This design comes from an exercise in tuning for small area on the open sky130 flow, not from production work. Function not checked in this run: the RTL went through the layout flow alone. No activity file was given, so power comes from the tool's default toggle rates.

==> flow/design.v <==
module vid_sram_banked #(
    parameter int DEPTH      = 12,
    parameter int ADDR_SPACE = 4,
    parameter int Q          = 16,
    parameter int VID_BW     = 16,
    parameter int RD_LAT     = 3
) (
    input  logic                  clk,
    input  logic                  rst_n,
    input  logic                  wsb,
    input  logic [Q-1:0]          wmask,
    input  logic [ADDR_SPACE-1:0] waddr,
    input  logic [VID_BW*Q-1:0]   wdata,
    input  logic                  rsb,
    input  logic [ADDR_SPACE-1:0] raddr,
    output logic [VID_BW*Q-1:0]   rdata,
    output logic                  rvalid,
    output logic                  collision,
    output logic                  oob_err
);
    localparam int W = VID_BW * Q;
    logic             rd_en, wr_req, rd_in_range, wr_in_range;
    logic [DEPTH-1:0] rsel;     
    logic [DEPTH-1:0] wsel;     
    logic [W-1:0]     mem [DEPTH];
    logic [W-1:0]     rd_word;
    logic [W-1:0]      pipe_data [RD_LAT];
    logic [RD_LAT-1:0] pipe_vld;
    assign rd_en       = ~rsb;
    assign wr_req      = ~wsb;
    assign rd_in_range = (raddr < DEPTH);
    assign wr_in_range = (waddr < DEPTH);
    always_comb begin
        for (int w = 0; w < DEPTH; w++) begin
            rsel[w] = (raddr == w);
            wsel[w] = wr_req & (waddr == w);
        end
    end
    for (genvar w = 0; w < DEPTH; w++) begin : g_word
        for (genvar l = 0; l < Q; l++) begin : g_lane
            always_ff @(posedge clk) begin
                if (wsel[w] & wmask[l])
                    mem[w][l*VID_BW +: VID_BW] <= wdata[l*VID_BW +: VID_BW];
            end
        end
    end
    always_comb begin
        rd_word = '0;
        for (int w = 0; w < DEPTH; w++)
            rd_word = rd_word | ({W{rsel[w]}} & mem[w]);
    end
    always_ff @(posedge clk) begin
        pipe_data[0] <= rd_word;
        for (int s = 1; s < RD_LAT; s++)
            pipe_data[s] <= pipe_data[s-1];
    end
    always_ff @(posedge clk or negedge rst_n) begin
        if (!rst_n) begin
            pipe_vld  <= '0;
            collision <= 1'b0;
            oob_err   <= 1'b0;
        end else begin
            pipe_vld  <= {pipe_vld[RD_LAT-2:0], rd_en};
            collision <= rd_en & wr_req & rd_in_range & (raddr == waddr);
            oob_err   <= (rd_en & ~rd_in_range) | (wr_req & ~wr_in_range);
        end
    end
    assign rdata  = pipe_data[RD_LAT-1];
    assign rvalid = pipe_vld[RD_LAT-1];
endmodule
==> flow/run.sh <==
#!/bin/bash
# synth_recipe.tcl (not shown) runs the flow's synth.tcl, then flattens the netlist and writes it again
# the make line also repeats each setting of config.mk as NAME=value (left out here)
make -C /OpenROAD-flow-scripts/flow DESIGN_CONFIG=/design/flow/config.mk WORK_HOME=/design/flow/orfs CLKGATE_MAP_FILE= SYNTH_SCRIPT=/design/flow/synth_recipe.tcl finish
==> flow/config.mk <==
export PLATFORM = sky130hd
export DESIGN_NAME = vid_sram_banked
export DESIGN_NICKNAME = vid_sram_banked
export VERILOG_FILES = /design/flow/design.v
export SDC_FILE = /design/flow/constraint.sdc
export NUM_CORES = 4
export LEC_CHECK = 0
export CAP_MARGIN = 20
export CORE_MARGIN = 2
export CORE_UTILIZATION = 50
export SLEW_MARGIN = 20
==> flow/constraint.sdc <==
create_clock -name core_clock -period 5.0 [get_ports {clk}]
set_input_delay 1.0000 -clock core_clock [delete_from_list [all_inputs] [get_ports {clk}]]
set_output_delay 1.0000 -clock core_clock [all_outputs]
set_load 0.01 [all_outputs]
==> flow_summary.toml <==
[die]
die-height_um = 516
fp.coreArea_sq_um = 262000
fp.dieArea_sq_um = 267000
initial_utilization = 0.502
placementRows = 188
ios = 543
die_w_um = 516

[detailed_routing]
vias_per_cell = 6.54
dr.max_layer_used = "met5"
route.antenna.remaining_nets = 0
wirelength_routed_um = 457000
initial_drc_count = 13600
detail_route.wirelength.met1_um = 170000
wl_met2_um = 206000
route.detailed.drc = 0
wl_met3_um = 61600
drt_pre_antenna_iters = 8
wl_per_cell_um = 38.8
num_vias = 77000

[layout]
utilization = 0.596
final_layout_size_suffix_gt1_frac = 0.148
layout.cells.most_common_list = "3072 x sky130_fd_sc_hd__edfxtp_1, 768 x sky130_fd_sc_hd__dfxtp_1, 640 x sky130_fd_sc_hd__a22oi_1"
mostFrequentLayoutCell = "sky130_fd_sc_hd__edfxtp_1"
syn_to_final_growth_pct = 18.8
final_nets = 8154

[yosys]
yosys_most_used_dff = "sky130_fd_sc_hd__edfxtp_1"
synth-async-reset-ratio = 0.00130
yosysWarningCount = 3
gate_count_of_the_mapped_netlist = 7037
sequential_area_share_after_synthesis = 0.820
synth_enable_flop_cells = 3072
ys_ff_latch = 3845
synth.lib_cells_used.distinct = 60
syn-mean-instance-area_sq_um = 18.7
syn_nets = 7321
syn_area_sq_um = 131000

[pwr]
worst_case_vdd_ir_drop_v = 0.000305
power_density_nw_per_um2 = 444
cellLeakagePower_nw = 51.9

[placement]
placement.io_buffers = 542
place.gp.congestion = 0.887
dp_hpwl_um = 275000

[grt]
grt_remaining_overflow = 0
number_of_global_route_vias_before_repair = 72100
grt_max_degree = 75
globalRouteTotalUtil = 0.337
grt_pass1_wl_um = 614000
antenna_found_initial = 130

[sta]
slew-limit-headroom = 0.260
timing.setup.tns_ns = 0
timing_max_transition_violations_final = 0
achievable-frequency_mhz = 286
layout_worst_path_cycle_share = 0.699
setup_repair_after_global_routing_missed_its_margin = "false"
clock_skew_ns = 0.110
finalHoldViolations = 0
worst_slew_pin_slew_ns = 1.11
min_period_ns = 3.49
setup_viol_count_final = 0

[worst_setup_path]
category_of_the_worst_setup_path_capture_point = "register"
start_kind = "primary input"
critPathRequiredTime_ns = 5.55
cp_max_fo = 16
arrival_ns = 4.05
worstSetupPathType = "in2reg"

[clock_network]
clk_root_buffer_cell = "sky130_fd_sc_hd__clkbuf_16"
cts_post_setup_buffers_inserted = 0
cts_max_path_buffers = 4
worst_skew_pair.late_latency_ns = 0.97
postCtsResizedCells = 0
tritoncts_clock_tree = "done"
numClockSinks = 3845
post_cts_hold_buffer_count = 0
cts_made_buffers = 384
clk_transition_reported_paths_ns = 0.06
cts_htree_levels = 5

[worst_hold_path]
holdCritPathClass = "reg2reg"

[job]
drv_cap = 0

[outcome]
run_status = "no timing/DRC/antenna violations"
cell type report:
| class | count | area, sq um |
|---|---|---|
| Fill cell | 18900 | 106000 |
| Clock inverter | 176 | 1800 |
| Timing Repair Buffer | 920 | 8930 |
| Tap cell | 3515 | 4400 |
| Inverter | 36 | 140 |
| Sequential cell | 3845 | 108000 |
| Clock buffer | 530 | 11200 |
| Multi-Input combinational cell | 2683 | 21700 |
| Antenna cell | 71 | 178 |
sequential cells by signal, summed over array words and instances (netlist names):
name	flops
collision	1
pipe_vld	3
mem	3072
oob_err	1
pipe_data	768
power breakdown:
| group | switching (mW) | internal (mW) |
|---|---|---|
| logic | 2.51 | 1.32 |
| clock network | 12.3 | 17.1 |
| registers | 0.474 | 35.5 |
| total | 15.3 | 53.9 |
cell usage after synthesis (all sizes together), types with 94 or more instances:
cell type	n	area, sq um
dfxtp	768	15400
a22o	204	1790
o22ai	194	1210
mux4	94	2120
a22oi	640	4800
buf	229	1250
nand2	189	712
nor2	116	445
edfxtp	3072	92200
o211ai	119	893
a221oi	134	1170
and2	198	1240
mux2i	184	1840
o2bb2ai	100	876
clkbuf	244	916
a222oi	95	951
per-layer routing:
| metal | vias up | global-route usage |
|---|---|---|
| met4 | 72 | 0.130 |
| met1 | 39800 | 0.472 |
| met3 | 988 | 0.0917 |
| met2 | 5821 | 0.504 |
| met5 | - | 0 |
| li1 | 30300 | - |
final timing paths:
path,from,endpoint,slack (ns),cells after the start
max,waddr[1],mem[11][112],1.51,5
max in group asynchronous,rst_n,pipe_vld[2],4.50,1
min in group asynchronous,rst_n,collision,0.30,1
min reg2reg,pipe_data[0][253],pipe_data[1][253],0.26,0
min,pipe_data[0][253],pipe_data[1][253],0.26,0
max reg2reg,mem[1][169],pipe_data[0][169],3.20,3
critical path, cell delays in order:
cell	delay (ns)
sky130_fd_sc_hd__clkdlybuf4s50_1	0.76
sky130_fd_sc_hd__nand2_1	0.31
sky130_fd_sc_hd__nor2_4	0.73
sky130_fd_sc_hd__buf_4	0.44
sky130_fd_sc_hd__and2_1	0.78
through the flow:
step | instances | hold WS [ns] | total power, mW | instance area (sq um) | setup slack, ns
5_1_grt | 11700 | 0.276 | 70.8 | 156000 | 1.52
3_5_place_dp | 11000 | 0.312 | 40.4 | 143000 | 0.668
3_3_place_gp | 11000 | 0.310 | 40.3 | 143000 | 0.692
6_report | 11800 | 0.262 | 69.2 | 156000 | 1.51
4_1_cts | 11700 | 0.259 | 69.3 | 156000 | 1.62
2_1_floorplan | 7037 | 0.310 | 37.8 | 131000 | 2.18
cells by family after synthesis:
logic type / synth area share
AOI/OAI and AO/OA: 0.0995
xor gates and xnor gates: 0.000200
buffers and inverters: 0.0176
DFF: 0.820
muxes: 0.0351
and+or+nand+nor: 0.0271

==> re-timing with driven ports <==
The flow's constraints put no driver on any port. The routed layout listed below was extracted and timed again, unchanged, in two steps.
Step 1 sets driving cells, clkbuf_16 on the clock port and buf_2 on the other inputs (assumed; they add their load-dependent delay and slew).
Step 2 also shifts input and output timing later by t, the mid clock arrival at the registers, as if the neighbouring blocks saw the same clock.
Slacks: ideal ports / drivers / drivers and shift; pairs: ideal ports / drivers.
t, ns: 1.024
slack for setup (ns): 1.506 / 1.582 / 0.558
hold slack, ns: 0.262 / 0.228 / 0.262
latest minus earliest clock arrival (ns): 0.114 / 0.114
worst data-port slew with drivers (ns): 0.39
After both steps this run still meets setup and hold. The setup slack of this run moves by +0.076 ns with the drivers and by -0.948 ns with both steps.
